Background: an optimization exercise with open tools, aiming at small area. Do not read the settings as production practice. Only simulation tests tie the RTL to the original design; equivalence was not proved. No activity file was given, so power comes from the tool's default toggle rates.

[design/flow/flow/synth.tcl]
# The standard synthesis script, with only the combinational mapping script of abc swapped
# for an area-oriented one; the flip-flops are mapped before abc runs and are left as they are
set ::own_abc_script $::env(OWN_ABC)
proc abc {args} {
  set i [lsearch -exact $args -script]
  if { $i >= 0 } {
    lset args [expr { $i + 1 }] $::own_abc_script
  }
  yosys abc {*}$args
}
proc synth {args} { yosys synth -nofsm -noshare {*}$args }
source $::env(SCRIPTS_DIR)/synth.tcl
# left out here: clear keep_hierarchy, flatten, clean up, hide names made inside functions, write 1_2_yosys.v
[design/flow/design.v]
package dpMemPkg;
  localparam int addrBits = 4;
  localparam int dataBits = 16;
  localparam int memDepth = 16;
  localparam int cntBits = 8;
endpackage
`timescale 1ns/1ps
module apbMemPort (
  input  logic                             WEb,
  input  logic                             rstN,
  input  logic                             psel,
  input  logic                             penable,
  input  logic                             pwrite,
  input  logic [dpMemPkg::addrBits-1:0]    paddr,
  output logic                             setupSeen,    
  output logic                             rdSetupNow,   
  output logic                             rdAccessNow,  
  output logic                             wrNow,        
  output logic                             wrAccess,     
  output logic                             addrStable,
  output logic                             rdWait,       
  output logic                             rdBad,        
  output logic [dpMemPkg::addrBits-1:0]    setupAddr     
);
  logic                          inAccess;
  assign inAccess   = psel && penable && setupSeen;
  assign addrStable = (paddr == setupAddr);
  assign wrAccess   = inAccess && pwrite;
  assign wrNow      = wrAccess && addrStable;
  assign rdSetupNow  = psel && !penable && !pwrite;
  assign rdAccessNow = inAccess && !pwrite;
  always_ff @(posedge WEb or negedge rstN)
  begin
    if (!rstN)
    begin
      rdWait <= 1'b0;
    end
    else
    begin
      rdWait <= rdAccessNow;
    end
  end
  always_ff @(posedge WEb)
  begin
    setupSeen <= psel && !penable;
    setupAddr <= paddr;
    rdBad     <= !addrStable;
  end
endmodule
`timescale 1ns/1ps
module memCore (
  input  logic                          WEb,
  input  logic                          rstN,
  input  logic [dpMemPkg::dataBits-1:0] pwdataA,
  input  logic                          rdSetupNowA,
  input  logic                          rdAccessNowA,
  input  logic                          rdAccessNowB,
  input  logic [dpMemPkg::addrBits-1:0] setupAddrA,
  input  logic                          wrNowA,
  input  logic                          wrAccessA,
  input  logic                          rdWaitA,
  input  logic                          rdBadA,
  input  logic [dpMemPkg::dataBits-1:0] pwdataB,
  input  logic                          wrNowB,
  input  logic                          wrAccessB,
  input  logic                          rdWaitB,
  input  logic                          rdBadB,
  input  logic [dpMemPkg::addrBits-1:0] setupAddrB,
  output logic                          collision,
  output logic [dpMemPkg::dataBits-1:0] rdDataA,
  output logic                          rdErrA,
  output logic [dpMemPkg::dataBits-1:0] rdDataB,
  output logic                          rdErrB,
  output logic [dpMemPkg::cntBits-1:0]  collisionCount
);
  logic [dpMemPkg::dataBits-1:0] mem [dpMemPkg::memDepth];
  logic [dpMemPkg::memDepth-1:0] poison;
  logic [dpMemPkg::memDepth-1:0] wrSel;
  logic [dpMemPkg::memDepth-1:0] rdSel;
  logic                          clearing;
  logic                          bothWrite;
  logic                          bothAccess;
  logic                          sameAddr;
  logic                          heldValid;
  logic                          wrAny;
  logic [dpMemPkg::addrBits-1:0] wrAddr;
  logic [dpMemPkg::dataBits-1:0] wrData;
  logic                          liveA;
  logic                          liveB;
  logic                          selA;
  logic                          selANext;
  logic [dpMemPkg::addrBits-1:0] rdAddr;
  logic [dpMemPkg::dataBits-1:0] rdWord;
  logic                          rdPoison;
  logic [dpMemPkg::dataBits-1:0] capData;
  logic                          capPoison;
  logic                          capForA;
  logic                          capForB;
  logic                          useCapA;
  logic                          useCapB;
  logic                          counterFull;
  assign sameAddr   = (setupAddrA == setupAddrB);
  assign bothWrite  = wrNowA && wrNowB;
  assign bothAccess = wrAccessA && wrAccessB;
  assign collision  = bothWrite && sameAddr;
  always_ff @(posedge WEb or negedge rstN)
  begin
    if (!rstN)
    begin
      clearing <= 1'b1;
    end
    else
    begin
      clearing <= 1'b0;
    end
  end
  always_comb
  begin
    if (heldValid)
    begin
      wrAddr = setupAddrB;
      wrData = capData;
    end
    else if (wrNowA)
    begin
      wrAddr = setupAddrA;
      wrData = pwdataA;
    end
    else
    begin
      wrAddr = setupAddrB;
      wrData = pwdataB;
    end
  end
  assign wrAny = heldValid || wrNowA || wrNowB;
  always_ff @(posedge WEb)
  begin
    heldValid <= bothWrite && !collision;
  end
  always_comb
  begin
    for (int i = 0; i < dpMemPkg::memDepth; i++)
    begin
      wrSel[i] = clearing || (wrAny && (wrAddr == i));
    end
  end
  for (genvar i = 0; i < dpMemPkg::memDepth; i++)
  begin : gWord
    always_ff @(posedge WEb)
    begin
      if (wrSel[i])
      begin
        mem[i]    <= (clearing || collision) ? '0 : wrData;
        poison[i] <= !clearing && collision;
      end
    end
  end
  assign liveA = rdWaitA && !useCapA;
  assign liveB = rdWaitB && !useCapB;
  assign selANext = (rdAccessNowA && !capForA) ||
                    (!(rdAccessNowB && !capForB) && rdSetupNowA);
  assign rdAddr = selA ? setupAddrA : setupAddrB;
  always_comb
  begin
    rdWord   = '0;
    rdPoison = 1'b0;
    for (int i = 0; i < dpMemPkg::memDepth; i++)
    begin
      rdSel[i] = (rdAddr == i);
      rdWord   = rdWord | (mem[i] & {dpMemPkg::dataBits{rdSel[i]}});
      rdPoison = rdPoison | (poison[i] & rdSel[i]);
    end
  end
  assign capForA = selA && !liveA;
  assign capForB = !selA && !liveB;
  always_ff @(posedge WEb)
  begin
    capData   <= bothAccess ? pwdataB : rdWord;
    capPoison <= rdPoison;
    useCapA   <= capForA;
    useCapB   <= capForB;
    selA      <= selANext;
  end
  assign rdErrA  = rdBadA || (useCapA ? capPoison : rdPoison);
  assign rdErrB  = rdBadB || (useCapB ? capPoison : rdPoison);
  assign rdDataA = rdBadA ? '0 : (useCapA ? capData : rdWord);
  assign rdDataB = rdBadB ? '0 : (useCapB ? capData : rdWord);
  assign counterFull = &collisionCount;
  always_ff @(posedge WEb or negedge rstN)
  begin
    if (!rstN)
    begin
      collisionCount <= '0;
    end
    else if (collision && !counterFull)
    begin
      collisionCount <= collisionCount + 1'b1;
    end
  end
endmodule
`timescale 1ns/1ps
module dualPortMem (
  input  logic                          WEb,
  input  logic                          rstN,
  input  logic                          pselA,
  input  logic                          penableA,
  input  logic                          pwriteA,
  input  logic [dpMemPkg::addrBits-1:0] paddrA,
  input  logic [dpMemPkg::dataBits-1:0] pwdataA,
  output logic [dpMemPkg::dataBits-1:0] prdataA,
  output logic                          preadyA,
  output logic                          pslverrA,
  input  logic                          pselB,
  input  logic                          penableB,
  input  logic                          pwriteB,
  input  logic [dpMemPkg::addrBits-1:0] paddrB,
  input  logic [dpMemPkg::dataBits-1:0] pwdataB,
  output logic [dpMemPkg::dataBits-1:0] prdataB,
  output logic                          preadyB,
  output logic                          pslverrB,
  output logic [dpMemPkg::cntBits-1:0]  collisionCount
);
  logic setupSeenA, wrNowA, wrAccessA, addrStableA, rdWaitA, rdBadA, rdErrA;
  logic setupSeenB, wrNowB, wrAccessB, addrStableB, rdWaitB, rdBadB, rdErrB;
  logic collision;
  logic rdSetupNowA, rdAccessNowA, rdSetupNowB, rdAccessNowB;
  logic [dpMemPkg::addrBits-1:0] setupAddrA, setupAddrB;
  apbMemPort portA (
    .WEb        (WEb),
    .rstN       (rstN),
    .psel       (pselA),
    .penable    (penableA),
    .pwrite     (pwriteA),
    .paddr      (paddrA),
    .setupSeen  (setupSeenA),
    .rdSetupNow (rdSetupNowA),
    .rdAccessNow(rdAccessNowA),
    .wrNow      (wrNowA),
    .wrAccess   (wrAccessA),
    .addrStable (addrStableA),
    .rdWait     (rdWaitA),
    .rdBad      (rdBadA),
    .setupAddr  (setupAddrA)
  );
  apbMemPort portB (
    .WEb        (WEb),
    .rstN       (rstN),
    .psel       (pselB),
    .penable    (penableB),
    .pwrite     (pwriteB),
    .paddr      (paddrB),
    .setupSeen  (setupSeenB),
    .rdSetupNow (rdSetupNowB),
    .rdAccessNow(rdAccessNowB),
    .wrNow      (wrNowB),
    .wrAccess   (wrAccessB),
    .addrStable (addrStableB),
    .rdWait     (rdWaitB),
    .rdBad      (rdBadB),
    .setupAddr  (setupAddrB)
  );
  memCore core (
    .WEb            (WEb),
    .rstN           (rstN),
    .pwdataA        (pwdataA),
    .rdSetupNowA    (rdSetupNowA),
    .rdAccessNowA   (rdAccessNowA),
    .rdAccessNowB   (rdAccessNowB),
    .setupAddrA     (setupAddrA),
    .wrNowA         (wrNowA),
    .wrAccessA      (wrAccessA),
    .rdWaitA        (rdWaitA),
    .rdBadA         (rdBadA),
    .pwdataB        (pwdataB),
    .wrNowB         (wrNowB),
    .wrAccessB      (wrAccessB),
    .rdWaitB        (rdWaitB),
    .rdBadB         (rdBadB),
    .setupAddrB     (setupAddrB),
    .collision      (collision),
    .rdDataA        (prdataA),
    .rdErrA         (rdErrA),
    .rdDataB        (prdataB),
    .rdErrB         (rdErrB),
    .collisionCount (collisionCount)
  );
  assign preadyA  = wrAccessA || rdWaitA;
  assign preadyB  = wrAccessB || rdWaitB;
  assign pslverrA = rdWaitA ? rdErrA : (!addrStableA || collision);
  assign pslverrB = rdWaitB ? rdErrB : (!addrStableB || collision);
endmodule
[design/flow/standard.sh]
#!/bin/bash
# synth_recipe.tcl (not shown) runs the flow's synth.tcl, then flattens the netlist and writes it again
# the make line also repeats each setting of config.mk as NAME=value (left out here)
make -C /OpenROAD-flow-scripts/flow DESIGN_CONFIG=/design/flow/config.mk WORK_HOME=/design/flow/orfs CLKGATE_MAP_FILE= SYNTH_SCRIPT=/design/flow/synth_recipe.tcl "${@:-finish}"
[design/flow/flow/run.sh]
#!/bin/bash
# Own layout flow: the standard ORFS flow (standard.sh) with
#  - synthesis: the standard flow's synthesis script, with abc's combinational mapping script set to an
#    area-oriented one (flow/area.abc); flip-flops are mapped by dfflibmap before abc, unchanged
#  - port buffers: every input and output still gets a buffer, of the smallest size
#  - clock tree: larger sink clusters and no dummy loads
# The make output goes to flow_make.log here; each ORFS step keeps its own log in orfs/logs/.
set -euo pipefail
cd "$(dirname "$0")/.."
FLOWDIR=$PWD/flow
export OWN_ABC=$FLOWDIR/area.abc
bash standard.sh \
  "SYNTH_SCRIPT=$FLOWDIR/synth.tcl" \
  "BUFFER_PORTS_ARGS=-buffer_cell sky130_fd_sc_hd__buf_1" \
  "CTS_ARGS=-sink_clustering_enable -repair_clock_nets -dont_use_dummy_load -sink_clustering_size 24 -sink_clustering_max_diameter 100" \
  finish > flow_make.log 2>&1
[design/flow/flow/area.abc]
strash
dc2
dch -f
amap
topo
[design/flow/constraint.sdc]
create_clock -name core_clock -period 5.0 [get_ports {WEb}]
set_input_delay 1.0000 -clock core_clock [delete_from_list [all_inputs] [get_ports {WEb}]]
set_output_delay 1.0000 -clock core_clock [all_outputs]
set_load 0.01 [all_outputs]
[design/flow/config.mk]
export PLATFORM = sky130hd
export DESIGN_NAME = dualPortMem
export DESIGN_NICKNAME = dualPortMem
export VERILOG_FILES = /design/flow/design.v
export SDC_FILE = /design/flow/constraint.sdc
export NUM_CORES = 4
export LEC_CHECK = 0
export CAP_MARGIN = 20
export CORE_MARGIN = 2
export CORE_UTILIZATION = 40
export GPL_TIMING_DRIVEN = 0
export SETUP_SLACK_MARGIN = 0.2
export SLEW_MARGIN = 20
==> results of run 1 <==
==> worst max-delay path by stage <==
stage / depth (start not counted) / startpoint / endpoint / slack [ns]
2_1_floorplan: 8 / paddrA[3] / core.mem[0][0]$_DFFE_PP_ / 0.19
3_3_place_gp: 10 / paddrA[3] / core.mem[12][7]$_DFFE_PP_ / -2.95
3_5_place_dp: 13 / paddrA[3] / core.mem[14][7]$_DFFE_PP_ / -0.46
4_1_cts: 12 / core.selA$_DFF_P_ / prdataB[6] / 0.25
5_1_grt: 11 / core.selA$_DFF_P_ / prdataA[9] / 0.11
6_report: 12 / core.selA$_DFF_P_ / pslverrA / 0.22
==> sequential cells by signal (all words and copies together), names as in the netlist, 4 cells and up <==
name,flops
core.mem,256
core.capData,16
core.poison,16
core.collisionCount,8
portA.setupAddr,4
portB.setupAddr,4
==> metrics by stage <==
step	utilization, %	setup TNS (ns)	instances
2_1_floorplan	-	0	782
3_3_place_gp	43.3	-675.67	1263
3_5_place_dp	46.8	-56.58	1321
4_1_cts	48.5	0	1342
5_1_grt	49.2	0	1345
6_report	49.2	0	1346
==> area by class of cell <==
class / count / area, um^2
fill: 2474 / 15000
sequential: 316 / 9110
multi-input combinational: 415 / 3190
timing repair buffer: 156 / 1140
tap: 390 / 488
clock buffer: 17 / 425
inverter: 51 / 195
antenna: 1 / 2.50
==> routing by layer <==
layer | GRT usage, % | share of wire (%)
met5 | 0 | 0
met4 | 7.51 | 2.9
met3 | 3.41 | 8.9
met2 | 39.2 | 50
met1 | 30.5 | 38
==> cell usage after synthesis, drive strengths merged <==
cell type | n | area (um^2)
nor4b | 1 | 8.76
a221oi | 31 | 272
nand3 | 11 | 55.1
clkinv | 51 | 191
conb | 1 | 3.75
edfxtp | 272 | 8170
a211o | 1 | 8.76
a31oi | 18 | 113
nand4 | 6 | 37.5
and4 | 3 | 26.3
or2 | 4 | 25.0
nor3 | 23 | 115
o2111ai | 2 | 17.5
o22ai | 12 | 75.1
a222oi | 57 | 571
a21oi | 5 | 25.0
nand2b | 1 | 6.26
a22oi | 6 | 45.0
ha | 1 | 12.5
and2 | 4 | 25.0
o221a | 8 | 90.1
or3 | 5 | 31.3
o311ai | 1 | 8.76
dfrtp | 10 | 250
xor2 | 2 | 17.5
a22o | 21 | 184
a221o | 6 | 60.1
dfxtp | 33 | 661
nor2 | 18 | 67.6
nor2b | 3 | 18.8
a21boi | 1 | 7.51
o31ai | 5 | 37.5
a2111oi | 8 | 70.1
nand2 | 110 | 413
dfstp | 1 | 26.3
o21ai | 36 | 180
nor4 | 4 | 25.0
==> power breakdown <==
group | total, W | internal [W] | switching (W)
Combinational | 0.000548 | 0.000186 | 0.000362
Clock | 0.00140 | 0.000610 | 0.000792
Sequential | 0.00319 | 0.00310 | 0.0000872
Total | 0.00514 | 0.00390 | 0.00124
==> cells by family after synthesis <==
kind of cell | synth area share, %
AO/OA/AOI/OAI | 14.8
XOR/XNOR | 0.147
adder cells (fa/ha/maj) | 0.105
buffers and inverters | 1.60
flip-flops | 76.2
other | 0.0314
AND/OR/NAND/NOR | 7.15
==> repair_timing <==
item / in CTS / in global routing
setup buffers: 4 / 3
setup endpoints to repair: 112 / 108
gates resized for setup: 20 / 14
pin swaps: 3 / 4
==> out/metrics.cfg, run 1 <==
[global_routing]
grt_pass1_wl_um=52000
grtUsageTotal_pct=23.1
grt-ovfl-total=0
grt_max_degree=25
first_global_vias=7882
antenna_found_initial=1

[synthesis]
synth_fp_nets=831
netlist-cell-type-count=37
yosys_warnings=3
syn_inst=782
syn_area_um2=11900
synth_area_per_cell_um2=15.3
ys_ff_latch=316
yosysSeqAreaShare_pct=76.2

[placed_design]
place_hpwl_um=24800
placed_area_um2=13800
place_ws_ns=-0.456
gp_congestion=0.765
port_buffers=91

[hold_path]
hold_class=primary input to asynchronous set/reset pin

[timing]
layout_setup_ws_ns=0.224
maxSlewHeadroom_pct=22.7
tightestPinTransition_ns=1.16
drv_slew=0
finalHoldViolations=0
rsz0062_at_grt=true
timing.final.crit_share_pct=95.5
hold-worst-slack_ns=0.497
setup_violations=0
max_freq_ghz=0.209
fin_crit_ns=4.78
finClkSkew_ns=0.0505

[floorplan]
core_area_um2=29600
start_util_pct=40.4
ios=92
die_h_um=177
die_w_um=177
die-area_um2=31300
rows=63

[clock_network]
cts_sinks=316
cts_tree=built
cts_buffers=17
cts_root_buf=clkbuf_16
clkTransAtPathRegs_ns=0.11
clk-insertion-delay-late_ns=0.52
cts_buffer_depth=3
cts_hold_buf=0
cts_max_level=1

[power_and_ir_drop]
p_per_area_nw_per_um2=353
ir_drop_uv=199
total_power_w=0.00514
cellLeakagePower_nw=4.75

[critical_path]
r2r-start=portA.setupAddr[2]$_DFF_P_
cp_max_fo=6
crit_arrival_ns=3.78
cp_top_family=compound AO/OA/AOI/OAI gates
endpoint_kind=primary output
critical_path.cell_chain=clkinv_2 -> o22ai_2 -> or2_1 -> nor3_4 -> buf_4 -> a22o_1 -> a221oi_1 -> and4_1 -> nand3_1 -> a2111oi_0 -> a31oi_1 -> buf_1
r2r_setup_slack_ns=0.43
r2r_cells=13
worstPathRequired_ns=4.00
max_stage_delay_ns=0.53
r2r_end=core.mem[14][4]$_DFFE_PP_
start_kind=flip-flop
cp_slowest_cell=a2111oi_0
worstSetupPathType=flip-flop to primary output
path_buf_inv=3

[routing]
drc=0
vias=8430
wl_um=36700
drt_pass1_iterations=5
wl_per_cell_um=27.3
viasPerCell=6.26
ant_nets=0
drtIter0Drc=1238

[final_layout]
nets=1006
syn2layout_area_growth_pct=21.7
mostFrequentLayoutCell=edfxtp_1
design_area_um2=14500
final_cell_mix=edfxtp_1 (272), nand2_1 (107), buf_1 (91), a222oi_1 (57), clkinv_1 (48)
drive_gt1_share_pct=15.9

[run]
cap_violations=0

[outcome]
status=finished clean

==> run 2, diff against run 1 <==
==> design/flow/flow/area.abc (replaced) <==
strash
dc2
dch -f
amap
topo
stime -c
buffer -c
upsize -c
dnsize -c
==> run 2 against run 1 <==
  * Area after synthesis rose by 4.0%
  * Sequential cell count unchanged
  * Highest routed layer unchanged
  * Still clean
  * Clock-buffer cell count unchanged
  * Clock power barely moved
==> out/metrics.cfg, run 2 <==
[final_layout]
design_area_um2=14600
fillers=2648
multiInputGateArea_um2=3250
drive_gt1_share_pct=15.1
syn2layout_area_growth_pct=17.1
n_antenna_cell=0
final_cell_mix=edfxtp_1 (272), nand2_1 (109), buf_1 (92), a222oi_1 (57), inv_1 (42)
reg_top3=core.mem x256, core.capData x16, core.poison x16
seqCellArea_um2=9100
regMostFlops=core.mem
nets=1012
mostFrequentLayoutCell=edfxtp_1
largest_register_ffs=256

[global_routing]
grtUsageTotal_pct=21.4
grt_max_degree=25
first_global_vias=8095
grt_pass1_wl_um=52400
grt-ovfl-total=0
antenna_found_initial=0

[timing]
tightestPinTransition_ns=0.923
setup_violations=0
maxSlewHeadroom_pct=38.3
drv_slew=0
max_freq_ghz=0.217
finalHoldViolations=0
finClkSkew_ns=0.0540
timing.final.crit_share_pct=92.2
fin_crit_ns=4.61
rsz0062_at_grt=false
tns_ns=0

[synthesis]
synth_common_cells=edfxtp_1 (272), nand2_1 (109), a222oi_1 (57)
netlist-cell-type-count=60
synth_most_common_cell=edfxtp_1
synth_fp_nets=868
yosysTopAreaCell=edfxtp_1
netlist_top_cells_area=edfxtp_1 (66%), dfxtp_1 (5.3%), a222oi_1 (4.6%)
yosys_warnings=3
syn_area_um2=12400
async_reset_ff_share_pct=3.48
ys.flop_type=edfxtp_1
synth-edff-count=272
yosysSeqAreaShare_pct=73.2
synth_area_per_cell_um2=15.2
ys_ff_latch=316
synth_top_area_share_pct=65.7
syn_inst=819

[floorplan]
rows=64
core_area_um2=30600
die_h_um=180
die-area_um2=32500
ios=92
start_util_pct=40.6
die_w_um=180

[routing]
vias=8213
drt_pass1_iterations=7
viasPerCell=6.05
ant_nets=0
drc=0
drtIter0Drc=1228
wl_per_cell_um=25.9
wl_um=35100

[clock_network]
cts_buffers=17
cts_hold_buf=0
clkTransAtPathRegs_ns=0.10
cts_root_buf=clkbuf_16
cts_max_level=1
cts_buffer_depth=3
cts_sinks=316
cts_tree=built
clk-insertion-delay-late_ns=0.50

[critical_path]
r2r_end=core.mem[6][11]$_DFFE_PP_
r2r_setup_slack_ns=1.26
worstPathRequired_ns=4.00
r2r_cells=11
crit_arrival_ns=3.61
endpoint_kind=primary output
cp_max_fo=10
start_kind=flip-flop
r2r-start=portB.setupAddr[2]$_DFF_P_
worstSetupPathType=flip-flop to primary output

[placed_design]
gp_congestion=0.866
place_hpwl_um=23800
port_buffers=91
placed_area_um2=13900

[power_and_ir_drop]
p_per_area_nw_per_um2=353
ir_drop_uv=256
cellLeakagePower_nw=4.88

[hold_path]
hold_class=primary input to asynchronous set/reset pin

[run]
cap_violations=0

[outcome]
status=finished clean

-- run 2: cells by family (layout without fill, tap and decap cells) --
family | Yosys count | after routing | synth area share, %
flops | 316 | 316 | 73.2
compound gates | 218 | 218 | 14.9
xor+xnor | 2 | 2 | 0.141
fa+ha+maj | 1 | 1 | 0.101
simple gates | 193 | 193 | 8.39
buf+inv | 88 | 230 | 3.14
other cells | 1 | 1 | 0.0302
-- run 2: stage by stage --
step	util, %	setup WS, ns	power (W)	hold WS [ns]	std cells
3_5_place_dp	45.5	0.559	0.00379	0.469	1325
3_3_place_gp	43.4	-1.63	0.00373	0.466	1306
5_1_grt	47.6	0.214	0.00531	0.514	1357
6_report	47.6	0.390	0.00514	0.463	1357
4_1_cts	47.0	0.215	0.00513	0.478	1344
2_1_floorplan	-	0.741	0.00351	0.439	819
-- run 2: power by group --
group          leakage (nW)  total (W)  switching, W  internal, W
Combinational          1.64   0.000587      0.000398     0.000189
Sequential             3.04    0.00317     0.0000720      0.00310
Clock                 0.209    0.00138      0.000773     0.000611
-- run 2: final cells by class --
cell class / instances / area share, %
clock buffers: 17 / 2.92
well taps: 396 / 3.40
repair buffers: 125 / 6.07
inverters: 51 / 1.38
multi-input cells: 415 / 22.3
flip-flops and latches: 316 / 62.6
plain buffers: 37 / 1.32
-- run 2: per-layer routing --
| metal | vias to the layer above | share of wire (%) | global-route usage (%) |
|---|---|---|---|
| met5 | - | 0 | 0 |
| met1 | 4209 | 41 | 29.8 |
| met2 | 368 | 50 | 36.7 |
| li1 | 3594 | - | - |
| met3 | 42 | 7.5 | 2.16 |
| met4 | 0 | 2.0 | 4.39 |
-- run 2: worst max-delay path by stage --
stage                                  from  cells after the start  slack, ns                         to
final                     core.selA$_DFF_P_                     13       0.39                 prdataA[0]
after global routing      core.selA$_DFF_P_                     13       0.21                 prdataA[0]
after CTS                 core.selA$_DFF_P_                     10       0.22                prdataA[13]
after detailed placement          paddrA[3]                     12       0.56  core.mem[14][7]$_DFFE_PP_
after global placement            paddrA[3]                     10      -1.63   core.mem[1][7]$_DFFE_PP_
after floorplan                   paddrA[3]                      9       0.74   core.mem[0][0]$_DFFE_PP_
-- run 2: timing repair --
action | CTS | global route
buffers inserted | 2 | 11
pin swaps | 1 | 6
setup endpoints to repair | 18 | 26
endpoints found under the hold margin | 0 | 0
gates resized for setup | 2 | 5
-- run 2: critical path: stages, from the launching register on --
cell and delay [ns]:
dfxtp_1 0.33, buf_6 0.15, inv_4 0.07, o22ai_1 0.23
inv_1 0.09, or2_1 0.23, buf_4 0.17, nor3_4 0.47
clkbuf_4 0.39, a222oi_1 0.14, nand3_1 0.10, nor2_1 0.09
a221oi_1 0.41, buf_1 0.20
==> run 3, diff against run 2 <==
==> design/flow/flow/area.abc (replaced) <==
strash
dc2
dch -f
amap
topo
--- a/design/flow/config.mk
+++ b/design/flow/config.mk
@@ -7,7 +7,8 @@
 export LEC_CHECK = 0
 export CAP_MARGIN = 20
 export CORE_MARGIN = 2
-export CORE_UTILIZATION = 40
+export CORE_UTILIZATION = 60
 export GPL_TIMING_DRIVEN = 0
+export PLACE_DENSITY = 0.7
 export SETUP_SLACK_MARGIN = 0.2
 export SLEW_MARGIN = 20
==> run 3 against run 2 <==
  * Critical endpoint is now prdataA[1]
  * Still clean on timing, DRC and antenna
  * Clock power about the same
  * Via count rose by 6.6%
  * Cell area shrank 0.30%
  * Critical path type unchanged
==> out/metrics.cfg, run 3 <==
[floorplan]
rows=51
die-area_um2=21100
die_h_um=145
die_w_um=145
ios=92
start_util_pct=61.2
core_area_um2=19500

[synthesis]
netlist_top_cells_area=edfxtp_1 (68%), dfxtp_1 (5.5%), a222oi_1 (4.8%)
ys.flop_type=edfxtp_1
netlist-cell-type-count=37
synth_area_per_cell_um2=15.3
synth_common_cells=edfxtp_1 (272), nand2_1 (110), a222oi_1 (57)
synth-edff-count=272
yosysSeqAreaShare_pct=76.2
syn_area_um2=11900
synth_top_area_share_pct=68.4
async_reset_ff_share_pct=3.48
synth_fp_nets=831
ys_ff_latch=316
syn_inst=782
yosysTopAreaCell=edfxtp_1
synth_most_common_cell=edfxtp_1
yosys_warnings=3

[final_layout]
mostFrequentLayoutCell=edfxtp_1
design_area_um2=14500
nets=1009
regMostFlops=core.mem
syn2layout_area_growth_pct=21.4
largest_register_ffs=256
drive_gt1_share_pct=16.0
n_antenna_cell=0
final_cell_mix=edfxtp_1 (272), nand2_1 (108), buf_1 (91), a222oi_1 (57), clkinv_1 (48)
reg_top3=core.mem x256, core.capData x16, core.poison x16

[placed_design]
place_hpwl_um=24300
port_buffers=91
gp_congestion=0.831
placed_area_um2=13700
place_ws_ns=-0.697

[global_routing]
grt_max_degree=30
grt-ovfl-total=0
grtUsageTotal_pct=34.6
first_global_vias=8601
grt_pass1_wl_um=53400
antenna_found_initial=0

[clock_network]
cts_buffers=17
cts_sinks=316
clkTransAtPathRegs_ns=0.09
cts_max_level=1
cts_hold_buf=0
clk-insertion-delay-late_ns=0.51
cts_buffer_depth=3
cts_root_buf=clkbuf_16
cts_tree=built

[outcome]
status=finished clean

[power_and_ir_drop]
p_per_area_nw_per_um2=354
cellLeakagePower_nw=4.80
total_power_w=0.00514
ir_drop_uv=238

[timing]
rsz0062_at_grt=false
maxSlewHeadroom_pct=23.0
finClkSkew_ns=0.0491
fin_crit_ns=4.70
layout_setup_ws_ns=0.300
timing.final.crit_share_pct=94.0
setup_violations=0
finalHoldViolations=0
tightestPinTransition_ns=1.15
max_freq_ghz=0.213
drv_slew=0

[critical_path]
start_kind=flip-flop
crit_arrival_ns=3.70
endpoint_kind=primary output
worstPathRequired_ns=4.00
worstSetupPathType=flip-flop to primary output
cp_max_fo=9

[routing]
wl_per_cell_um=30.2
drtIter0Drc=1404
drc=0
vias=8754
ant_nets=0
viasPerCell=7.16
wl_um=36900
drt_pass1_iterations=8

[run]
cap_violations=0

[hold_path]
hold_class=primary input to asynchronous set/reset pin

[run 3: layer usage]
| metal | share of wire, % | track usage [%] | up-vias |
|---|---|---|---|
| met5 | 0 | 0 | - |
| met4 | 5.0 | 15.1 | 0 |
| met1 | 33 | 45.7 | 4289 |
| li1 | - | - | 3594 |
| met3 | 14 | 7.39 | 135 |
| met2 | 48 | 56.2 | 736 |
[run 3: worst max-delay path, cell delays in order (launching register included)]
cell and delay, ns:
dfxtp_4 0.44, clkinv_2 0.19, o22ai_2 0.33, clkinv_1 0.19
nand2_2 0.22, nor3_4 0.09, buf_4 0.20, buf_4 0.20
a222oi_1 0.34, clkinv_1 0.15, a2111oi_2 0.46, a221oi_1 0.17
buf_1 0.19
[run 3: where the power goes]
part           switching (W)  leakage, nW  total [W]  internal [W]
Sequential         0.0000940         3.04    0.00319       0.00310
Combinational       0.000375         1.56   0.000574      0.000198
Clock               0.000759        0.209    0.00137      0.000610
[run 3: area by class of cell]
cell class | count | area, um^2
clock buffer | 17 | 425
sequential | 316 | 9110
timing repair buffer | 159 | 1230
multi-input combinational | 415 | 3220
tap | 265 | 332
fill | 1197 | 5020
inverter | 51 | 195
[run 3: through the flow]
step | hold WS (ns) | util (%) | instances | setup TNS [ns]
after floorplan | 0.446 | - | 782 | 0
after global placement | 0.468 | 64.7 | 1138 | -647.72
after detailed placement | 0.477 | 70.1 | 1195 | -78.70
after CTS | 0.459 | 73.3 | 1220 | 0
after global routing | 0.492 | 74.3 | 1223 | 0
final | 0.475 | 74.3 | 1223 | 0
[run 3: repair_timing]
item	in CTS	in global routing
pin swaps	5	3
setup endpoints to repair	176	150
buffers inserted	8	3
resized for setup	25	16
[run 3: cells by family after synthesis]
family / synth area share (%)
flip-flops: 76.2
AO/OA/AOI/OAI: 14.8
AND/OR/NAND/NOR: 7.15
buffers and inverters: 1.60
XOR/XNOR: 0.147
adder cells (fa/ha/maj): 0.105
other: 0.0314
[run 3: worst paths after layout]
path | startpoint | end | slack, ns | cells after the start
max | core.selA$_DFF_P_ | prdataA[1] | 0.30 | 12
min | rstN | core.collisionCount[4]$_DFFE_PN0P_ | 0.48 | 1
max reg2reg | portA.setupAddr[1]$_DFF_P_ | core.mem[6][0]$_DFFE_PP_ | 0.44 | 13
min reg2reg | portB.rdWait$_DFF_PN0_ | core.useCapB$_DFF_P_ | 0.48 | 1
max in group asynchronous | rstN | core.collisionCount[1]$_DFFE_PN0P_ | 4.03 | 1
min in group core_clock | portB.rdWait$_DFF_PN0_ | core.useCapB$_DFF_P_ | 0.48 | 1
==> run 4, diff against run 3 <==
--- a/design/flow/flow/run.sh
+++ b/design/flow/flow/run.sh
@@ -12,5 +12,5 @@
 bash standard.sh \
   "SYNTH_SCRIPT=$FLOWDIR/synth.tcl" \
   "BUFFER_PORTS_ARGS=-buffer_cell sky130_fd_sc_hd__buf_1" \
-  "CTS_ARGS=-sink_clustering_enable -repair_clock_nets -dont_use_dummy_load -sink_clustering_size 24 -sink_clustering_max_diameter 100" \
+  "CTS_ARGS=-sink_clustering_enable -repair_clock_nets -dont_use_dummy_load -sink_clustering_size 30 -sink_clustering_max_diameter 100" \
   finish > flow_make.log 2>&1
==> design/flow/flow/area.abc (replaced) <==
strash
dc2
dch -f
amap
topo
stime -c
buffer -c
upsize -c
dnsize -c
--- a/design/flow/config.mk
+++ b/design/flow/config.mk
@@ -7,8 +7,8 @@
 export LEC_CHECK = 0
 export CAP_MARGIN = 20
 export CORE_MARGIN = 2
-export CORE_UTILIZATION = 60
+export CORE_UTILIZATION = 40
 export GPL_TIMING_DRIVEN = 0
-export PLACE_DENSITY = 0.7
+export PLACE_DENSITY = 0.65
 export SETUP_SLACK_MARGIN = 0.2
 export SLEW_MARGIN = 20
==> run 4 against run 3 <==
  * Clock power is 8% lower
  * Die area increased by 54%
  * Via count decreased by 6.4%
  * Sequential cell count unchanged
  * Worst setup slack improved by 0.046 ns
  * Non-clock buffer count up 1
  * Sequential share of layout area up 0.19 points
  * Final cell count grew 11%
  * Maximum frequency grew 1.0%
  * Global-route usage fell by 14 points
  * Critical path depth is the same
  * Combinational power rose by 2%
  * Largest cell class unchanged
  * Largest power group unchanged
==> out/metrics.cfg, run 4 <==
[clock_network]
cts_sinks=316
cts_buffer_depth=3
cts_root_buf=clkbuf_16
cts_tree=built
cts_buffers=14
cts_max_level=1
clk-insertion-delay-late_ns=0.51
cts_hold_buf=0
clkTransAtPathRegs_ns=0.11

[global_routing]
first_global_vias=7870
grt_max_degree=31
grt-ovfl-total=0
grtUsageTotal_pct=21.1
grt_pass1_wl_um=51200
antenna_found_initial=0

[final_layout]
mostFrequentLayoutCell=edfxtp_1
fillers=2651
final_core_util_pct=47.3
syn2layout_area_growth_pct=16.3
reg_top3=core.mem x256, core.capData x16, core.poison x16
final_cell_mix=edfxtp_1 (272), nand2_1 (109), buf_1 (92), a222oi_1 (57), inv_1 (42)
regMostFlops=core.mem
n_antenna_cell=0
largest_register_ffs=256
nets=1007
seqCellArea_um2=9100
drive_gt1_share_pct=15.0
multiInputGateArea_um2=3260

[timing]
layout_setup_ws_ns=0.346
maxSlewHeadroom_pct=35.1
drv_slew=0
fin_crit_ns=4.65
timing.final.crit_share_pct=93.1
finClkSkew_ns=0.0405
setup_violations=0
finalHoldViolations=0
rsz0062_at_grt=false
tightestPinTransition_ns=0.969
max_freq_ghz=0.215

[synthesis]
synth_common_cells=edfxtp_1 (272), nand2_1 (109), a222oi_1 (57)
async_reset_ff_share_pct=3.48
syn_inst=819
synth_top_area_share_pct=65.7
synth-edff-count=272
yosys_warnings=3
ys.flop_type=edfxtp_1
syn_area_um2=12400
yosysSeqAreaShare_pct=73.2
synth_fp_nets=868
netlist_top_cells_area=edfxtp_1 (66%), dfxtp_1 (5.3%), a222oi_1 (4.6%)
ys_ff_latch=316
synth_area_per_cell_um2=15.2
netlist-cell-type-count=60
synth_most_common_cell=edfxtp_1
yosysTopAreaCell=edfxtp_1

[critical_path]
worstPathRequired_ns=4.00
cp_max_fo=6
worstSetupPathType=flip-flop to primary output
endpoint_kind=primary output
r2r-start=portB.setupAddr[1]$_DFF_P_
r2r_cells=9
start_kind=flip-flop
r2r_end=core.mem[9][9]$_DFFE_PP_
r2r_setup_slack_ns=1.20
crit_arrival_ns=3.65

[routing]
wl_per_cell_um=25.8
wl_um=34800
drc=0
drtIter0Drc=1220
drt_pass1_iterations=6
ant_nets=0
viasPerCell=6.06
vias=8197

[power_and_ir_drop]
cellLeakagePower_nw=4.83
internal-power_w=0.00380
p_clk_share_pct=25.1
ir_drop_uv=259
seq_power_share_pct=63.2
pwr-share-comb_pct=11.7
p_per_area_nw_per_um2=347
power_switching_w=0.00122
p_sw_share_pct=24.3

[hold_path]
hold_class=primary input to asynchronous set/reset pin

[floorplan]
ios=92
die-area_um2=32500
start_util_pct=40.6
die_h_um=180
die_w_um=180
rows=64
core_area_um2=30600

[run]
cap_violations=0

[placed_design]
gp_congestion=0.900
port_buffers=91
place_hpwl_um=23400
place_ws_ns=0.536

[outcome]
status=finished clean

run 4: layer usage:
metal | global-route usage (%) | share of wire, %
met5 | 0 | 0
met4 | 6.13 | 3.2
met3 | 2.53 | 7.6
met2 | 34.9 | 48
met1 | 29.4 | 41
run 4: cell type report:
type	instances	share of cell area, %
well taps	396	3.43
inverters	51	1.39
flip-flops and latches	316	63.0
multi-input cells	415	22.6
clock buffers	14	2.42
plain buffers	37	1.36
repair buffers	123	5.87
run 4: worst max-delay path, stage by stage (launching register included):
cell and delay (ns):
dfxtp_1 0.34, buf_6 0.15, inv_4 0.07, o22ai_1 0.24, inv_1 0.10, nand2_2 0.20
nor3_4 0.08, buf_4 0.18, a222oi_1 0.36, o2111ai_1 0.23, a2111oi_2 0.79, a221oi_1 0.23
buf_1 0.17
run 4: worst max-delay path by stage:
| stage | start | endpoint | slack [ns] | cells after the start |
|---|---|---|---|---|
| 3_3_place_gp | paddrA[3] | core.mem[1][7]$_DFFE_PP_ | -1.47 | 10 |
| 5_1_grt | core.selA$_DFF_P_ | prdataB[9] | 0.22 | 12 |
| 4_1_cts | core.selA$_DFF_P_ | prdataA[10] | 0.19 | 10 |
| 2_1_floorplan | paddrA[3] | core.mem[0][0]$_DFFE_PP_ | 0.74 | 9 |
| 3_5_place_dp | core.selA$_DFF_P_ | prdataA[6] | 0.54 | 10 |
| 6_report | core.selA$_DFF_P_ | prdataA[9] | 0.35 | 12 |
run 4: timing repair:
action | in CTS | in global routing
setup endpoints to repair | 20 | 31
setup buffers | 0 | 14
gates resized for setup | 3 | 7
pin swaps | 0 | 6
run 4: per-stage QoR:
step	setup TNS, ns	power (W)	instance area [um^2]	hold slack (ns)	std cells
CTS	0	0.00500	14300	0.479	1338
detailed placement	0	0.00378	13900	0.476	1324
global route	0	0.00517	14500	0.505	1352
floorplan	0	0.00351	12400	0.439	819
global placement	-226.17	0.00372	13300	0.465	1306
finish	0	0.00502	14500	0.459	1352
run 4: cell families (layout without fill, tap and decap cells):
group	count (synthesis)	after routing	share of synthesized area (%)
flip-flops	316	316	73.2
AO/OA/AOI/OAI	218	218	14.9
adder cells (fa/ha/maj)	1	1	0.101
other	1	1	0.0302
buffers and inverters	88	225	3.14
AND/OR/NAND/NOR	193	193	8.39
XOR/XNOR	2	2	0.141
run 4: power by group through the flow:
stage	combinational [W]	clock [W]	sequential (W)
6_report	0.000585	0.00126	0.00317
5_1_grt	0.000621	0.00136	0.00319
4_1_cts	0.000556	0.00127	0.00317
3_5_place_dp	0.000552	0	0.00323
3_3_place_gp	0.000488	0	0.00323
2_1_floorplan	0.000303	0	0.00321
==> run 5, diff against run 4 <==
--- a/design/flow/config.mk
+++ b/design/flow/config.mk
@@ -9,6 +9,5 @@
 export CORE_MARGIN = 2
 export CORE_UTILIZATION = 40
 export GPL_TIMING_DRIVEN = 0
-export PLACE_DENSITY = 0.65
 export SETUP_SLACK_MARGIN = 0.2
 export SLEW_MARGIN = 20
==> run 5 against run 4 <==
  * Sequential power is essentially flat
  * Cell area grew 0.30%
  * Final cell count grew 0.30%
  * Sequential cell count is the same
  * Maximum frequency grew 1.2%
  * Register-to-register slack is essentially flat
  * Clock-buffer cell count is the same
  * Critical endpoint is now prdataA[6]
  * Largest cell class unchanged
==> out/metrics.cfg, run 5 <==
[final_layout]
syn2layout_area_growth_pct=16.7
regMostFlops=core.mem
fin_cells=1356
drive_gt1_share_pct=15.3
mostFrequentLayoutCell=edfxtp_1
nets=1011
n_antenna_cell=0
largest_register_ffs=256
final_cell_mix=edfxtp_1 (272), nand2_1 (109), buf_1 (92), a222oi_1 (57), inv_1 (42)
reg_top3=core.mem x256, core.capData x16, core.poison x16

[critical_path]
r2r_cells=11
worstPathRequired_ns=4.00
worstSetupPathType=flip-flop to primary output
crit_arrival_ns=3.60
cp_max_fo=10
endpoint_kind=primary output
cp_slowest_cell=buf_2
start_kind=flip-flop
max_stage_delay_ns=0.42
critical_path.cell_chain=buf_6 -> inv_4 -> o22ai_1 -> inv_1 -> or2_1 -> buf_4 -> nor3_4 -> buf_2 -> a222oi_1 -> and4_1 -> a221oi_1 -> buf_1

[synthesis]
netlist_top_cells_area=edfxtp_1 (66%), dfxtp_1 (5.3%), a222oi_1 (4.6%)
yosysTopAreaCell=edfxtp_1
ys.flop_type=edfxtp_1
async_reset_ff_share_pct=3.48
synth_fp_nets=868
yosysSeqAreaShare_pct=73.2
synth-edff-count=272
netlist-cell-type-count=60
ys_ff_latch=316
syn_inst=819
syn_area_um2=12400
synth_common_cells=edfxtp_1 (272), nand2_1 (109), a222oi_1 (57)
synth_most_common_cell=edfxtp_1
yosys_warnings=3
synth_area_per_cell_um2=15.2
synth_top_area_share_pct=65.7

[clock_network]
cts_root_buf=clkbuf_16
cts_buffers=14
cts_sinks=316
cts_max_level=1
clk-insertion-delay-late_ns=0.50
clkTransAtPathRegs_ns=0.11
cts_tree=built
cts_buffer_depth=3

[global_routing]
grt_pass1_wl_um=52200
grt_max_degree=31
grt-ovfl-total=0
first_global_vias=8048
antenna_found_initial=0
grtUsageTotal_pct=21.4

[timing]
max_freq_ghz=0.217
fin_crit_ns=4.60
layout_setup_ws_ns=0.400
maxSlewHeadroom_pct=39.8
finalHoldViolations=0
rsz0062_at_grt=false
finClkSkew_ns=0.0293
tightestPinTransition_ns=0.900
drv_slew=0
setup_violations=0
timing.final.crit_share_pct=92.0

[power_and_ir_drop]
ir_drop_uv=201
p_per_area_nw_per_um2=347
cellLeakagePower_nw=4.86

[placed_design]
port_buffers=91
place_ws_ns=0.559
gp_congestion=0.866
dp_cells=1325
place_hpwl_um=23800

[hold_path]
hold_class=primary input to asynchronous set/reset pin

[routing]
ant_nets=0
drtIter0Drc=1238
drc=0
wl_per_cell_um=26.0
vias=8210
viasPerCell=6.05
drt_pass1_iterations=7
wl_um=35300

[run]
cap_violations=0

[floorplan]
start_util_pct=40.6
die_w_um=180
die-area_um2=32500
die_h_um=180
rows=64
ios=92
core_area_um2=30600

[outcome]
status=finished clean

[run 5: cell counts after synthesis]
Identical to the previous run, type by type.
[run 5: area by class of cell]
cell class	instances	area, um^2
tap	396	495
inverter	51	201
clock buffer	14	350
fill	2638	16100
multi-input combinational	415	3260
sequential	316	9100
buffer	37	194
timing repair buffer	127	895
[run 5: stage by stage]
step | power [W] | area, um^2 | utilization (%) | setup TNS (ns) | hold slack [ns]
final | 0.00503 | 14500 | 47.4 | 0 | 0.456
after global routing | 0.00519 | 14500 | 47.4 | 0 | 0.506
after CTS | 0.00501 | 14300 | 46.8 | 0 | 0.473
after global placement | 0.00373 | 13300 | 43.4 | -261.10 | 0.466
after floorplan | 0.00351 | 12400 | - | 0 | 0.439
after detailed placement | 0.00379 | 13900 | 45.5 | 0 | 0.469
[run 5: routing by layer]
metal	GRT usage, %	wire length [um]
met2	36.7	17600
met4	3.90	583
met1	29.9	14500
met3	2.12	2620
met5	0	0
[run 5: repair_timing]
item / in CTS / in global routing
endpoints found under the setup margin: 18 / 26
gates resized for setup: 2 / 7
setup buffers: 2 / 14
pin swaps: 1 / 6
cloned: 0 / 0
hold buffers: 0 / 0
[run 5: logic make-up after synthesis]
family / share of synthesized area, %
other: 0.0302
xor gates and xnor gates: 0.141
DFF: 73.2
AOI/OAI and AO/OA: 14.9
buffers and inverters: 3.14
and+or+nand+nor: 8.39
adders and majority gates: 0.101
[run 5: worst max-delay path: cells and delay by family (launching register included)]
family                 cells  cell delay [ns]
buffers and inverters      6             1.11
and+or+nand+nor            3             0.92
AOI/OAI and AO/OA          3             0.73
DFF                        1             0.34
[run 5: path summary, 6_finish.rpt]
| kind | from | end | slack [ns] |
|---|---|---|---|
| max reg2reg | portA.setupAddr[1]$_DFF_P_ | core.mem[14][3]$_DFFE_PP_ | 1.21 |
| max in group asynchronous | rstN | core.clearing$_DFF_PN1_ | 4.16 |
| min reg2reg | portB.rdWait$_DFF_PN0_ | core.useCapB$_DFF_P_ | 0.48 |
| min | rstN | core.collisionCount[7]$_DFFE_PN0P_ | 0.46 |
| min in group core_clock | portB.rdWait$_DFF_PN0_ | core.useCapB$_DFF_P_ | 0.48 |
| max | core.selA$_DFF_P_ | prdataA[6] | 0.40 |
[run 5: report_power, final]
part	leakage [nW]	internal [W]	switching [W]
combinational	1.65	0.000192	0.000400
sequential	3.04	0.00310	0.0000726
clock	0.173	0.000510	0.000754
==> run 6, diff against run 5 <==
--- a/design/flow/config.mk
+++ b/design/flow/config.mk
@@ -9,5 +9,6 @@
 export CORE_MARGIN = 2
 export CORE_UTILIZATION = 40
 export GPL_TIMING_DRIVEN = 0
+export PLACE_DENSITY = 0.75
 export SETUP_SLACK_MARGIN = 0.2
 export SLEW_MARGIN = 20
==> run 6 against run 5 <==
  * Still clean
  * First-iteration DRC count is 5.5% higher
  * Clock skew increased by 0.0099 ns
  * Final cell count rose by 0.22%
  * Sequential share of layout area is essentially flat
  * Core utilization about the same
  * Wire length is 1.3% lower
==> out/metrics.cfg, run 6 <==
[critical_path]
crit_arrival_ns=3.66
endpoint_kind=primary output
worstPathRequired_ns=4.00
crit_path_frequent_cell=buf_4
path_buf_inv=6
cp_max_fo=7
max_stage_delay_ns=0.69
cp_top_family=compound AO/OA/AOI/OAI gates
critical_path.cell_chain=buf_6 -> inv_4 -> o22ai_2 -> or2_1 -> buf_4 -> nor3_4 -> buf_12 -> buf_4 -> a222oi_1 -> o2111ai_1 -> a2111oi_2 -> a221oi_1 -> buf_1
cp_slowest_cell=a2111oi_2
worstSetupPathType=flip-flop to primary output
start_kind=flip-flop

[power_and_ir_drop]
p_per_area_nw_per_um2=345
ir_drop_uv=198
cellLeakagePower_nw=4.87

[timing]
max_freq_ghz=0.215
fin_crit_ns=4.66
timing.final.crit_share_pct=93.1
layout_setup_ws_ns=0.343
tns_ns=0
setup_violations=0
rsz0062_at_grt=true
drv_slew=0
finClkSkew_ns=0.0392
tightestPinTransition_ns=1.08
maxSlewHeadroom_pct=27.9
finalHoldViolations=0

[synthesis]
netlist-cell-type-count=60
yosys_warnings=3
synth_top_area_share_pct=65.7
yosysTopAreaCell=edfxtp_1
synth_area_per_cell_um2=15.2
ys.flop_type=edfxtp_1
netlist_top_cells_area=edfxtp_1 (66%), dfxtp_1 (5.3%), a222oi_1 (4.6%)
synth-edff-count=272
syn_inst=819
yosysSeqAreaShare_pct=73.2
synth_common_cells=edfxtp_1 (272), nand2_1 (109), a222oi_1 (57)
ys_ff_latch=316
synth_fp_nets=868
syn_area_um2=12400
async_reset_ff_share_pct=3.48
synth_most_common_cell=edfxtp_1

[final_layout]
n_antenna_cell=0
largest_register_ffs=256
regMostFlops=core.mem
final_cell_mix=edfxtp_1 (272), nand2_1 (109), buf_1 (92), a222oi_1 (57), inv_1 (42)
reg_top3=core.mem x256, core.capData x16, core.poison x16
mostFrequentLayoutCell=edfxtp_1
final_core_util_pct=47.4
nets=1014
syn2layout_area_growth_pct=16.6
drive_gt1_share_pct=15.4

[floorplan]
rows=64
core_area_um2=30600
die_h_um=180
die-area_um2=32500
ios=92
start_util_pct=40.6
die_w_um=180

[global_routing]
grt_max_degree=31
grt_pass1_wl_um=51800
antenna_found_initial=0
first_global_vias=8469
grtUsageTotal_pct=21.0
grt-ovfl-total=0

[run]
cap_violations=0

[placed_design]
place_ws_ns=0.497
gp_congestion=0.876
port_buffers=91
place_hpwl_um=23400

[routing]
ant_nets=0
drt_pass1_iterations=9
vias=8435
wl_um=34800
wl_per_cell_um=25.6
viasPerCell=6.21
drc=0
drtIter0Drc=1306

[hold_path]
hold_class=primary input to asynchronous set/reset pin

[outcome]
status=finished clean

[clock_network]
cts_buffers=14
cts_root_buf=clkbuf_16
cts_tree=built
clk-insertion-delay-late_ns=0.50
clkTransAtPathRegs_ns=0.11
cts_max_level=1
cts_buffer_depth=3
cts_sinks=316

## run 6: cell counts after synthesis
No cell type changed its count.
## run 6: final timing paths
check | start | end | slack (ns) | cells after the start
max | core.selA$_DFF_P_ | prdataB[9] | 0.34 | 13
max in group asynchronous | rstN | core.collisionCount[6]$_DFFE_PN0P_ | 4.12 | 1
max reg2reg | portA.setupAddr[2]$_DFF_P_ | core.mem[10][12]$_DFFE_PP_ | 1.12 | 12
min in group core_clock | portA.rdWait$_DFF_PN0_ | core.useCapA$_DFF_P_ | 0.49 | 1
min reg2reg | portA.rdWait$_DFF_PN0_ | core.useCapA$_DFF_P_ | 0.49 | 1
min | rstN | core.collisionCount[2]$_DFFE_PN0P_ | 0.48 | 1
## run 6: timing repair
item,CTS,global route
setup buffers,6,15
pin swaps,2,6
resized for setup,2,5
setup endpoints to repair,14,20
hold buffers,0,0
## run 6: final cells by class
cell class / count / area [um^2]
plain buffers: 37 / 194
fillers: 2590 / 16100
inverters: 51 / 201
flip-flops and latches: 316 / 9100
repair buffers: 130 / 905
clock buffers: 14 / 350
multi-input cells: 415 / 3250
well taps: 396 / 495
## run 6: per-stage QoR
step | instance area, um^2 | total power, W | cells | hold slack, ns
2_1_floorplan | 12400 | 0.00351 | 819 | 0.439
5_1_grt | 14500 | 0.00514 | 1359 | 0.494
3_3_place_gp | 13300 | 0.00371 | 1306 | 0.456
6_report | 14500 | 0.00501 | 1359 | 0.479
3_5_place_dp | 13900 | 0.00379 | 1324 | 0.468
4_1_cts | 14300 | 0.00498 | 1344 | 0.482
## run 6: kinds of logic after synthesis
family                   share of synthesized area [%]
flip-flops                                        73.2
adder cells (fa/ha/maj)                          0.101
AO/OA/AOI/OAI                                     14.9
XOR/XNOR                                         0.141
other                                           0.0302
AND/OR/NAND/NOR                                   8.39
buffers and inverters                             3.14
## run 6: metal layers
metal	GRT usage [%]	vias up	routed length [um]
met5	0	-	0
met4	8.65	0	1430
met3	3.07	95	3460
met2	35.7	582	17200
met1	27.2	4162	12700
li1	-	3596	-
## run 6: where the power goes
| group | internal [W] | switching, W | total, W |
|---|---|---|---|
| registers | 0.00310 | 0.0000769 | 0.00318 |
| clock network | 0.000509 | 0.000736 | 0.00124 |
| logic | 0.000188 | 0.000396 | 0.000584 |
| total | 0.00380 | 0.00121 | 0.00501 |
==> run 7, diff against run 6 <==
--- a/design/flow/config.mk
+++ b/design/flow/config.mk
@@ -9,6 +9,6 @@
 export CORE_MARGIN = 2
 export CORE_UTILIZATION = 40
 export GPL_TIMING_DRIVEN = 0
-export PLACE_DENSITY = 0.75
+export PLACE_DENSITY = 0.95
 export SETUP_SLACK_MARGIN = 0.2
 export SLEW_MARGIN = 20
==> run 7 against run 6 <==
  * Synthesized cell count stayed put
  * Total power is 0.39% higher
  * Global-route usage is 0.13 points higher
  * Area after synthesis stayed put
  * Die area stayed put
  * Final cell count is 1.0% lower
  * Hold slack worse by 0.0086 ns
==> out/metrics.cfg, run 7 <==
[timing]
setup_violations=0
finalHoldViolations=0
layout_setup_ws_ns=0.330
rsz0062_at_grt=false
hold-worst-slack_ns=0.471
drv_slew=0
finClkSkew_ns=0.0457
tightestPinTransition_ns=1.07
max_freq_ghz=0.214
fin_crit_ns=4.67
timing.final.crit_share_pct=93.4
maxSlewHeadroom_pct=28.5

[global_routing]
first_global_vias=8697
grt_pass1_wl_um=52900
grt_max_degree=31
grt-ovfl-total=0
antenna_found_initial=0
grtUsageTotal_pct=21.2

[synthesis]
async_reset_ff_share_pct=3.48
netlist_top_cells_area=edfxtp_1 (66%), dfxtp_1 (5.3%), a222oi_1 (4.6%)
synth_common_cells=edfxtp_1 (272), nand2_1 (109), a222oi_1 (57)
yosysTopAreaCell=edfxtp_1
synth_area_per_cell_um2=15.2
netlist-cell-type-count=60
synth-edff-count=272
syn_inst=819
ys.flop_type=edfxtp_1
syn_area_um2=12400
synth_fp_nets=868
synth_most_common_cell=edfxtp_1
yosysSeqAreaShare_pct=73.2
synth_top_area_share_pct=65.7
yosys_warnings=3
ys_ff_latch=316

[critical_path]
cp_top_family=buffers and inverters
start_kind=flip-flop
worstPathRequired_ns=4.00
r2r_setup_slack_ns=0.77
worstSetupPathType=flip-flop to primary output
critical_path.cell_chain=buf_6 -> inv_4 -> o22ai_1 -> inv_1 -> or2_1 -> buf_4 -> nor3_4 -> buf_2 -> a222oi_1 -> nand3_1 -> nor2_1 -> a221oi_1 -> buf_1
cp_slowest_cell=buf_2
crit_arrival_ns=3.67
r2r_end=core.mem[15][14]$_DFFE_PP_
endpoint_kind=primary output
cp_max_fo=10
r2r_cells=11
max_stage_delay_ns=0.42
path_buf_inv=6
r2r-start=portA.setupAddr[3]$_DFF_P_

[clock_network]
clk-insertion-delay-late_ns=0.50
cts_root_buf=clkbuf_16
cts_buffers=14
cts_max_level=1
cts_sinks=316
cts_buffer_depth=3
cts_tree=built
clkTransAtPathRegs_ns=0.11

[routing]
drtIter0Drc=1682
wl_um=36400
drc=0
vias=8999
wl_per_cell_um=27.1
drt_pass1_iterations=9
viasPerCell=6.69
ant_nets=0

[placed_design]
dp_cells=1318
gp_congestion=0.910
port_buffers=91
place_hpwl_um=23400
place_ws_ns=0.387

[floorplan]
start_util_pct=40.6
rows=64
die-area_um2=32500
die_h_um=180
core_area_um2=30600
ios=92
die_w_um=180

[final_layout]
fin_cells=1345
n_antenna_cell=0
drive_gt1_share_pct=14.0
regMostFlops=core.mem
seqCellArea_um2=9100
final_cell_mix=edfxtp_1 (272), nand2_1 (109), buf_1 (92), a222oi_1 (57), inv_1 (42)
reg_top3=core.mem x256, core.capData x16, core.poison x16
multiInputGateArea_um2=3230
nets=1000
mostFrequentLayoutCell=edfxtp_1
fillers=2472
largest_register_ffs=256
syn2layout_area_growth_pct=15.0

[hold_path]
hold_class=primary input to asynchronous set/reset pin

[power_and_ir_drop]
internal-power_w=0.00379
cellLeakagePower_nw=4.76
power_switching_w=0.00124
ir_drop_uv=325
pwr-share-comb_pct=11.6
p_per_area_nw_per_um2=352
p_clk_share_pct=25.0
p_sw_share_pct=24.7
seq_power_share_pct=63.5

[outcome]
status=finished clean

[run]
cap_violations=0

-- run 7: cell counts after synthesis --
No cell type changed its count.
-- run 7: layout make-up --
class / count / share of cell area, %
multi-input combinational: 415 / 22.6
buffer: 37 / 1.33
clock buffer: 14 / 2.45
sequential: 316 / 63.7
timing repair buffer: 116 / 5.04
tap: 396 / 3.47
inverter: 51 / 1.41
-- run 7: logic make-up after synthesis --
kind of cell	share of synthesized area, %
AOI/OAI and AO/OA	14.9
adders and majority gates	0.101
and+or+nand+nor	8.39
buffers and inverters	3.14
DFF	73.2
xor gates and xnor gates	0.141
other	0.0302
-- run 7: routing by layer --
| metal | vias to the layer above | GRT usage, % | routed length, um |
|---|---|---|---|
| li1 | 3559 | - | - |
| met1 | 4287 | 26.6 | 11800 |
| met2 | 929 | 34.9 | 17100 |
| met3 | 224 | 3.94 | 4890 |
| met4 | 0 | 11.1 | 2600 |
| met5 | - | 0 | 0 |
-- run 7: stage by stage --
stage / utilization (%) / setup TNS [ns] / total power [W] / instance area (um^2)
3_5_place_dp: 44.9 / 0 / 0.00378 / 13700
3_3_place_gp: 43.4 / -184.55 / 0.00369 / 13300
4_1_cts: 46.1 / 0 / 0.00497 / 14100
6_report: 46.7 / 0 / 0.00503 / 14300
5_1_grt: 46.7 / 0 / 0.00513 / 14300
2_1_floorplan: - / 0 / 0.00351 / 12400
-- run 7: worst max path at each step --
stage                           endpoint              start  cells after the start
2_1_floorplan   core.mem[0][0]$_DFFE_PP_          paddrA[3]                      9
3_3_place_gp    core.mem[1][7]$_DFFE_PP_          paddrA[3]                     10
3_5_place_dp   core.mem[15][7]$_DFFE_PP_          paddrA[3]                     11
4_1_cts                      prdataA[14]  core.selA$_DFF_P_                     11
5_1_grt                      prdataB[11]  core.selA$_DFF_P_                     12
6_report                      prdataB[0]  core.selA$_DFF_P_                     13
-- run 7: repair_timing --
action / CTS / global route
hold buffers: 0 / 0
gates resized for setup: 2 / 2
setup buffers: 0 / 12
setup endpoints to repair: 8 / 23
pin swaps: 0 / 3
-- run 7: power by group through the flow --
stage / registers (W) / clock network (W) / logic, W
5_1_grt: 0.00320 / 0.00132 / 0.000603
3_5_place_dp: 0.00324 / 0 / 0.000534
6_report: 0.00319 / 0.00125 / 0.000581
4_1_cts: 0.00318 / 0.00124 / 0.000540
3_3_place_gp: 0.00323 / 0 / 0.000464
2_1_floorplan: 0.00321 / 0 / 0.000303
==> run 8, diff against run 7 <==
--- a/design/flow/config.mk
+++ b/design/flow/config.mk
@@ -9,6 +9,6 @@
 export CORE_MARGIN = 2
 export CORE_UTILIZATION = 40
 export GPL_TIMING_DRIVEN = 0
-export PLACE_DENSITY = 0.95
+export PLACE_DENSITY = 0.9
 export SETUP_SLACK_MARGIN = 0.2
 export SLEW_MARGIN = 20
==> run 8 against run 7 <==
  * Global-route usage is 0.31 points lower
  * Combinational power hardly changed
  * Critical path depth is 1 lower
  * Synthesized cell count stayed put
  * Clock power hardly changed
  * Highest routed layer unchanged
  * First-iteration DRC count is 5.7% lower
  * Critical endpoint is now prdataA[14]
  * Clock-buffer cell count stayed put
  * Final cell count stayed put
  * Via count is 2.2% lower
  * Sequential share of layout area hardly changed
==> out/metrics.cfg, run 8 <==
[synthesis]
async_reset_ff_share_pct=3.48
ys_ff_latch=316
synth_common_cells=edfxtp_1 (272), nand2_1 (109), a222oi_1 (57)
synth-edff-count=272
syn_area_um2=12400
netlist_top_cells_area=edfxtp_1 (66%), dfxtp_1 (5.3%), a222oi_1 (4.6%)
synth_most_common_cell=edfxtp_1
synth_area_per_cell_um2=15.2
ys.flop_type=edfxtp_1
synth_top_area_share_pct=65.7
syn_inst=819
yosys_warnings=3
yosysSeqAreaShare_pct=73.2
synth_fp_nets=868
netlist-cell-type-count=60
yosysTopAreaCell=edfxtp_1

[routing]
drtIter0Drc=1586
wl_um=35600
drc=0
drt_pass1_iterations=7
viasPerCell=6.54
vias=8799
ant_nets=0
wl_per_cell_um=26.5

[final_layout]
drive_gt1_share_pct=14.3
largest_register_ffs=256
reg_top3=core.mem x256, core.capData x16, core.poison x16
syn2layout_area_growth_pct=15.0
regMostFlops=core.mem
fin_cells=1345
final_cell_mix=edfxtp_1 (272), nand2_1 (109), buf_1 (92), a222oi_1 (57), inv_1 (42)
seqCellArea_um2=9100
fillers=2515
nets=1000
mostFrequentLayoutCell=edfxtp_1
multiInputGateArea_um2=3270
n_antenna_cell=0

[timing]
layout_setup_ws_ns=0.273
finClkSkew_ns=0.0447
fin_crit_ns=4.73
drv_slew=0
maxSlewHeadroom_pct=32.4
rsz0062_at_grt=false
hold-worst-slack_ns=0.441
finalHoldViolations=0
tightestPinTransition_ns=1.01
max_freq_ghz=0.212
setup_violations=0
timing.final.crit_share_pct=94.5

[power_and_ir_drop]
seq_power_share_pct=63.6
p_clk_share_pct=24.8
cellLeakagePower_nw=4.76
p_sw_share_pct=24.5
pwr-share-comb_pct=11.5
ir_drop_uv=204
p_per_area_nw_per_um2=351
power_switching_w=0.00123
internal-power_w=0.00379

[clock_network]
cts_tree=built
clk-insertion-delay-late_ns=0.52
clkTransAtPathRegs_ns=0.10
cts_sinks=316
cts_max_level=1
cts_buffer_depth=3
cts_buffers=14
cts_root_buf=clkbuf_16

[global_routing]
grt-ovfl-total=0
first_global_vias=8680
grtUsageTotal_pct=20.9
antenna_found_initial=0
grt_pass1_wl_um=51700
grt_max_degree=31

[critical_path]
worstPathRequired_ns=4.00
crit_arrival_ns=3.73
r2r_setup_slack_ns=0.89
r2r-start=portA.setupAddr[2]$_DFF_P_
r2r_cells=11
start_kind=flip-flop
worstSetupPathType=flip-flop to primary output
cp_max_fo=10
endpoint_kind=primary output
r2r_end=core.mem[15][14]$_DFFE_PP_

[placed_design]
port_buffers=91
place_hpwl_um=23200
dp_cells=1317
place_ws_ns=0.356
gp_congestion=0.888

[floorplan]
rows=64
die-area_um2=32500
start_util_pct=40.6
die_w_um=180
die_h_um=180
core_area_um2=30600
ios=92

[hold_path]
hold_class=primary input to asynchronous set/reset pin

[outcome]
status=finished clean

[run]
cap_violations=0

run 8: layout make-up:
type | instances | area share [%]
Multi-Input combinational cell | 415 | 22.9
Buffer | 37 | 1.34
Sequential cell | 316 | 63.7
Timing Repair Buffer | 116 | 4.75
Tap cell | 396 | 3.47
Clock buffer | 14 | 2.45
Inverter | 51 | 1.41
run 8: power groups by stage:
stage          sequential, W  clock (W)  combinational, W
3_3_place_gp         0.00323          0          0.000467
3_5_place_dp         0.00324          0          0.000529
2_1_floorplan        0.00321          0          0.000303
6_report             0.00319    0.00124          0.000578
5_1_grt              0.00320    0.00133          0.000602
4_1_cts              0.00318    0.00124          0.000536
run 8: cell families after synthesis:
group           count (synthesis)  synth area share (%)
compound gates                218                  14.9
xor+xnor                        2                 0.141
fa+ha+maj                       1                 0.101
buf+inv                        88                  3.14
flops                         316                  73.2
other cells                     1                0.0302
simple gates                  193                  8.39
run 8: per-layer routing:
layer / global-route usage (%) / vias to the layer above / share of wire, %
met5: 0 / - / 0
met4: 11.8 / 0 / 7.0
met3: 3.13 / 211 / 13
met2: 34.9 / 847 / 48
met1: 25.9 / 4176 / 32
li1: - / 3565 / -
run 8: worst max-delay path by stage:
stage | from | end | slack, ns | depth (start not counted)
global placement | paddrA[3] | core.mem[4][7]$_DFFE_PP_ | -1.38 | 10
CTS | core.selA$_DFF_P_ | prdataB[0] | 0.22 | 11
detailed placement | paddrA[3] | core.mem[15][7]$_DFFE_PP_ | 0.36 | 11
global route | core.selA$_DFF_P_ | prdataA[0] | 0.19 | 13
finish | core.selA$_DFF_P_ | prdataA[14] | 0.27 | 12
floorplan | paddrA[3] | core.mem[0][0]$_DFFE_PP_ | 0.74 | 9
run 8: per-stage QoR:
stage / power [W] / util, % / TNS [ns] / area (um^2)
final: 0.00501 / 46.7 / 0 / 14300
after global routing: 0.00514 / 46.7 / 0 / 14300
after CTS: 0.00496 / 46.1 / 0 / 14100
after detailed placement: 0.00377 / 44.9 / 0 / 13700
after global placement: 0.00369 / 43.4 / -192.09 / 13300
after floorplan: 0.00351 / - / 0 / 12400
run 8: worst max-delay path, stage by stage, from the launching register on:
cell and delay [ns]:
dfxtp_1 0.34, buf_6 0.15, inv_4 0.07, o22ai_1 0.30
inv_1 0.12, nand2_2 0.23, nor3_4 0.14, buf_2 0.27
a222oi_1 0.44, o2111ai_1 0.34, a211o_1 0.37, o221a_1 0.28
buf_1 0.14
run 8: repair_timing:
| item | CTS | global route |
|---|---|---|
| resized for setup | 3 | 4 |
| setup buffers | 2 | 12 |
| gates cloned | 0 | 0 |
| pin swaps | 1 | 4 |
| setup endpoints to repair | 15 | 27 |
| hold buffers | 0 | 0 |

[separate check: timing with driven ports]
Ports are ideal in the flow. The routed layouts listed here were re-timed in OpenROAD.
Step 1 (the two cells are an assumption about what drives the block):
set clk [get_ports {WEb}]
set_driving_cell -lib_cell sky130_fd_sc_hd__clkbuf_16 $clk
set_driving_cell -lib_cell sky130_fd_sc_hd__buf_2 [delete_from_list [all_inputs] $clk]
Step 2, shift: input delay + t, output delay - t, t = (earliest + latest rising clock arrival at the registers) / 2. This alone moves slack from input paths to output paths.
Three values: no drivers, after step 1, after step 2; two values: the first two.
run | t (ns) | setup slack, ns | pins driven straight from the clock port
run 1 | 0.547 | 0.224 / 0.170 / -0.096 | 1
run 2 | 0.522 | 0.390 / 0.340 / 0.601 | 1
run 3 | 0.538 | 0.300 / 0.250 / -0.119 | 1
run 4 | 0.536 | 0.346 / 0.299 / 0.525 | 1
run 5 | 0.536 | 0.400 / 0.351 / 0.525 | 1
run 6 | 0.530 | 0.343 / 0.296 / 0.454 | 1
run 7 | 0.528 | 0.330 / 0.282 / 0.080 | 1
run 8 | 0.538 | 0.273 / 0.233 / 0.222 | 1
Met with ideal ports but missed after step 2: setup timing in run 1 and run 3. The setup slack of run 3, which loses most, moves by -0.050 ns with the drivers and by -0.419 ns with both steps.
